Background: an optimization exercise with open tools, aiming at small area and a short achievable clock period. Do not read the settings as production practice.

## old
==> module branch_check, before the edit <==
module branch_check (
   input  logic is_branch,
   input  logic ready,
   input  logic pred_taken,
   input  logic sure_miss,    
   input  logic taken,        
   input  logic res_write,    
   input  logic res_taken,    
   output logic mispredict,   
   output logic use_alt       
);
   logic taken_nx;
   assign taken_nx   = res_write ? res_taken : taken;
   assign mispredict = is_branch && (ready || res_write) &&
                       ((taken_nx != pred_taken) || sure_miss);
   assign use_alt    = sure_miss && taken_nx;
endmodule
==> module rob_core, before the edit <==
module rob_core (
   input  logic                  clk,
   input  logic                  rst,
   input  logic [1:0]            issue_kind,
   input  logic [5-1:0]     issue_dest,
   input  logic [32-1:0]      issue_pc4,
   input  logic [32-1:0]      issue_offset,   
   input  logic                  issue_pred_taken,
   input  logic [32-1:0]      issue_pred_pc,
   input  logic                  cdb_valid,
   input  logic [4-1:0] cdb_tag,
   input  logic [32-1:0]      cdb_value,
   output logic                  stall,
   output logic [4-1:0] alloc_tag,
   output logic                  commit_valid,
   output logic [5-1:0]     commit_dest,
   output logic [32-1:0]      commit_value,
   output logic                  mispredict,
   output logic [32-1:0]      pc_resolved
);
   localparam int N = 16;
   logic [32-1:0]  word_a [0:N-1];
   logic [5-1:0] info   [0:N-1];
   logic [N-1:0]      rdy;
   logic [N-1:0]      br;
   logic [N-1:0]      tkn;
   logic [N-1:0]      misp_vec;
   logic [32-1:0]  alt_pc;       
   logic              alt_busy;     
   rob_pkg::rob_ptr_t     head_ptr;
   rob_pkg::rob_ptr_t     tail_ptr;
   logic [4-1:0] head_idx;
   logic [4-1:0] tail_idx;
   logic full;
   logic head_valid;
   logic retire;
   logic commit_next;
   logic issue_ok;
   logic [32-1:0]  taken_pc;
   logic [32-1:0]  new_a;
   logic [5-1:0] new_info;
   logic              new_br;
   logic              new_sure;
   logic              cdb_taken;
   assign head_idx = head_ptr[4-1:0];
   assign tail_idx = tail_ptr[4-1:0];
   assign full       = (head_ptr[4] != tail_ptr[4]) && (head_idx == tail_idx);
   assign head_valid = head_ptr != tail_ptr;
   assign stall      = full;
   assign alloc_tag  = tail_idx;
   logic [N-1:0]          cdb_sel;    
   logic [N-1:0]          alt_vec;
   logic [4-1:0] next_idx;   
   logic [rob_pkg::ROB_PTR_W-1:0] count;
   logic                  misp_q;
   logic                  alt_q;
   logic [32-1:0]      pc_q;
   for (genvar i = 0; i < N; i++) begin : g_res
      assign cdb_sel[i] = cdb_valid && cdb_tag == i;
      branch_check i_bc (
         .is_branch  (br[i]),
         .ready      (rdy[i]),
         .pred_taken (info[i][0]),
         .sure_miss  (info[i][1]),
         .taken      (tkn[i]),
         .res_write  (cdb_sel[i]),
         .res_taken  (cdb_taken),
         .mispredict (misp_vec[i]),
         .use_alt    (alt_vec[i])
      );
   end
   assign next_idx = head_idx + 1'b1;
   assign count    = tail_ptr - head_ptr;
   assign mispredict  = misp_q;
   assign pc_resolved = alt_q ? alt_pc : pc_q;
   assign retire      = head_valid && rdy[head_idx] && !mispredict;
   assign commit_next = retire && !br[head_idx];
   assign issue_ok    = !full && !mispredict && issue_kind != rob_pkg::kind_none;
   always_ff @(posedge clk or negedge rst) begin
      if (!rst) begin
         misp_q <= 1'b0;
      end else if (mispredict) begin
         misp_q <= 1'b0;
      end else if (retire) begin
         misp_q <= |count[rob_pkg::ROB_PTR_W-1:1] && misp_vec[next_idx];
      end else begin
         misp_q <= head_valid && misp_vec[head_idx];
      end
   end
   always_ff @(posedge clk) begin
      if (retire) begin
         alt_q <= alt_vec[next_idx];
         pc_q  <= word_a[next_idx];
      end else begin
         alt_q <= alt_vec[head_idx];
         pc_q  <= word_a[head_idx];
      end
   end
   always_ff @(posedge clk or negedge rst) begin
      if (!rst) begin
         head_ptr     <= '0;
         tail_ptr     <= '0;
         commit_valid <= 1'b0;
         alt_busy     <= 1'b0;
      end else if (mispredict) begin
         head_ptr     <= tail_ptr;
         commit_valid <= 1'b0;
         alt_busy     <= 1'b0;
      end else begin
         if (retire) head_ptr <= head_ptr + 1'b1;
         if (issue_ok) tail_ptr <= tail_ptr + 1'b1;
         commit_valid <= commit_next;
         if (issue_ok && new_sure) alt_busy <= 1'b1;
      end
   end
   assign taken_pc  = issue_pc4 + issue_offset;
   assign new_br    = issue_kind == rob_pkg::kind_branch;
   assign new_sure  = new_br && issue_pred_taken && issue_pred_pc != taken_pc;
   assign new_a     = issue_pred_taken ? issue_pc4 : taken_pc;
   assign new_info  = new_br ? {3'b000, new_sure, issue_pred_taken} : issue_dest;
   assign cdb_taken = |cdb_value;
   always_ff @(posedge clk) begin
      if (!alt_busy && !full && !mispredict && new_sure) begin
         alt_pc <= taken_pc;
      end
   end
   logic [N-1:0] iss_sel;    
   logic [N-1:0] val_sel;    
   logic [N-1:0] keep_a;
   always_comb begin
      for (int i = 0; i < N; i++) begin
         iss_sel[i] = !full && tail_idx == i;
         val_sel[i] = cdb_sel[i] && !br[i] && !iss_sel[i];
         keep_a[i]  = !iss_sel[i] && !val_sel[i];
      end
   end
   always_ff @(posedge clk) begin
      for (int i = 0; i < N; i++) begin
         word_a[i] <= ({32{iss_sel[i]}} & new_a) |
                      ({32{val_sel[i]}} & cdb_value) |
                      ({32{keep_a[i]}}  & word_a[i]);
      end
   end
   always_ff @(posedge clk) begin
      for (int i = 0; i < N; i++) begin
         if (iss_sel[i]) begin
            info[i] <= new_info;
            br[i]   <= new_br;
            rdy[i]  <= 1'b0;
         end else if (cdb_sel[i]) begin
            rdy[i]  <= 1'b1;
         end
         if (cdb_sel[i]) begin
            tkn[i] <= cdb_taken;
         end
      end
   end
   always_ff @(posedge clk) begin
      if (commit_next) begin
         commit_dest  <= info[head_idx];
         commit_value <= word_a[head_idx];
      end
   end
endmodule
Settings: LEC_CHECK=0, ABC_CLOCK_PERIOD_IN_PS=4000, CAP_MARGIN=20, CORE_MARGIN=2, CORE_UTILIZATION=30, PLACE_DENSITY=0.45, SETUP_SLACK_MARGIN=4.0, SLEW_MARGIN=20; clock period 8.0 ns.
run.sh (not shown) runs the stock make flow with config.mk's settings and CLKGATE_MAP_FILE= SYNTH_SCRIPT=/design/flow/synth_recipe.tcl, a recipe that flattens the netlist after the stock synthesis.
diff inputs: old => new
--- a/flow/design.v
+++ b/flow/design.v
@@ -4,10 +4,9 @@
       kind_load   = 2'd1,
       kind_branch = 2'd2,
       kind_none   = 2'd3
    } inst_kind_t;
-   localparam int ROB_PTR_W = $clog2(16) + 1;
-   typedef logic [ROB_PTR_W-1:0] rob_ptr_t;
+   typedef logic [$clog2(16):0] rob_ptr_t;
    typedef struct packed {
       inst_kind_t          kind;
       logic [5-1:0]   dest;        
       logic [32-1:0]    value;       
@@ -58,18 +57,11 @@
    input  logic ready,
    input  logic pred_taken,
    input  logic sure_miss,    
    input  logic taken,        
-   input  logic res_write,    
-   input  logic res_taken,    
-   output logic mispredict,   
-   output logic use_alt       
-);
-   logic taken_nx;
-   assign taken_nx   = res_write ? res_taken : taken;
-   assign mispredict = is_branch && (ready || res_write) &&
-                       ((taken_nx != pred_taken) || sure_miss);
-   assign use_alt    = sure_miss && taken_nx;
+   output logic mispredict
+);
+   assign mispredict = is_branch && ready && ((taken != pred_taken) || sure_miss);
 endmodule
 `timescale 1ns/1ps
 module rob_core (
    input  logic                  clk,
@@ -120,56 +112,23 @@
    assign full       = (head_ptr[4] != tail_ptr[4]) && (head_idx == tail_idx);
    assign head_valid = head_ptr != tail_ptr;
    assign stall      = full;
    assign alloc_tag  = tail_idx;
-   logic [N-1:0]          cdb_sel;    
-   logic [N-1:0]          alt_vec;
-   logic [4-1:0] next_idx;   
-   logic [rob_pkg::ROB_PTR_W-1:0] count;
-   logic                  misp_q;
-   logic                  alt_q;
-   logic [32-1:0]      pc_q;
    for (genvar i = 0; i < N; i++) begin : g_res
-      assign cdb_sel[i] = cdb_valid && cdb_tag == i;
       branch_check i_bc (
          .is_branch  (br[i]),
          .ready      (rdy[i]),
          .pred_taken (info[i][0]),
          .sure_miss  (info[i][1]),
          .taken      (tkn[i]),
-         .res_write  (cdb_sel[i]),
-         .res_taken  (cdb_taken),
-         .mispredict (misp_vec[i]),
-         .use_alt    (alt_vec[i])
+         .mispredict (misp_vec[i])
       );
    end
-   assign next_idx = head_idx + 1'b1;
-   assign count    = tail_ptr - head_ptr;
-   assign mispredict  = misp_q;
-   assign pc_resolved = alt_q ? alt_pc : pc_q;
+   assign mispredict  = head_valid && misp_vec[head_idx];
+   assign pc_resolved = (info[head_idx][1] && tkn[head_idx]) ? alt_pc : word_a[head_idx];
    assign retire      = head_valid && rdy[head_idx] && !mispredict;
    assign commit_next = retire && !br[head_idx];
    assign issue_ok    = !full && !mispredict && issue_kind != rob_pkg::kind_none;
-   always_ff @(posedge clk or negedge rst) begin
-      if (!rst) begin
-         misp_q <= 1'b0;
-      end else if (mispredict) begin
-         misp_q <= 1'b0;
-      end else if (retire) begin
-         misp_q <= |count[rob_pkg::ROB_PTR_W-1:1] && misp_vec[next_idx];
-      end else begin
-         misp_q <= head_valid && misp_vec[head_idx];
-      end
-   end
-   always_ff @(posedge clk) begin
-      if (retire) begin
-         alt_q <= alt_vec[next_idx];
-         pc_q  <= word_a[next_idx];
-      end else begin
-         alt_q <= alt_vec[head_idx];
-         pc_q  <= word_a[head_idx];
-      end
-   end
    always_ff @(posedge clk or negedge rst) begin
       if (!rst) begin
          head_ptr     <= '0;
          tail_ptr     <= '0;
@@ -197,13 +156,15 @@
          alt_pc <= taken_pc;
       end
    end
    logic [N-1:0] iss_sel;    
+   logic [N-1:0] cdb_sel;    
    logic [N-1:0] val_sel;    
    logic [N-1:0] keep_a;
    always_comb begin
       for (int i = 0; i < N; i++) begin
          iss_sel[i] = !full && tail_idx == i;
+         cdb_sel[i] = cdb_valid && cdb_tag == i;
          val_sel[i] = cdb_sel[i] && !br[i] && !iss_sel[i];
          keep_a[i]  = !iss_sel[i] && !val_sel[i];
       end
    end
==> notes.md <==
- Having completed the whole flow, new delivered a layout that passed the timing, design-rule and antenna checks.
- Time the worst path needs with I/O delays and setup, old and new: lower on old
- Taking new over old, the routed wire length ratio works out to 0.74.
- Changes observed in new relative to old: xor-xnor portion of the synthesized cell area up 0.48 points; final instance area down 3900 sq um.
- Of old and new, old shows the lower relative area change from synthesis to final layout, with new above it.
- old → new: count of clock-buffer cells in the layout dropped 16, worst setup timing slack at the placement stage went up, fmax now sits lower, post-synthesis instance area went down.
- i_rob_core.head_ptr[0] as the launch point of the worst path was reported by new, and issue_offset[0] by old.
No run of this note included a check of the RTL's function; only the layout flow was run.

what the ideal ports hide:
No port has a modelled driver above. Below, the same layouts with a new extraction and two added sets of constraints. Step 1 assumes that a clkbuf_16 drives the clock port and a buf_2 every other input. Step 2 moves the port delays by t, midway between the first and last clock arrival at a register: inputs arrive t later, outputs are due t later. That takes back most of the time a late clock gives input paths. a / b / c = ideal ports / drivers / drivers and shift; a / b = the first two.
| run | t, ns | setup slack, ns | hold slack, ns | clock arrival spread, ns |
|---|---|---|---|---|
| old | 0.783 | 3.196 / 3.229 / 2.446 | 0.498 / 0.498 / 0.498 | 0.039 / 0.038 |
| new | 0.721 | 2.920 / 2.849 / 2.279 | 0.498 / 0.498 / 0.498 | 0.038 / 0.038 |
After both steps setup and hold are still met in every run listed. For old, which loses most, drivers alone change the setup slack by +0.033 ns; drivers and shift together by -0.750 ns.
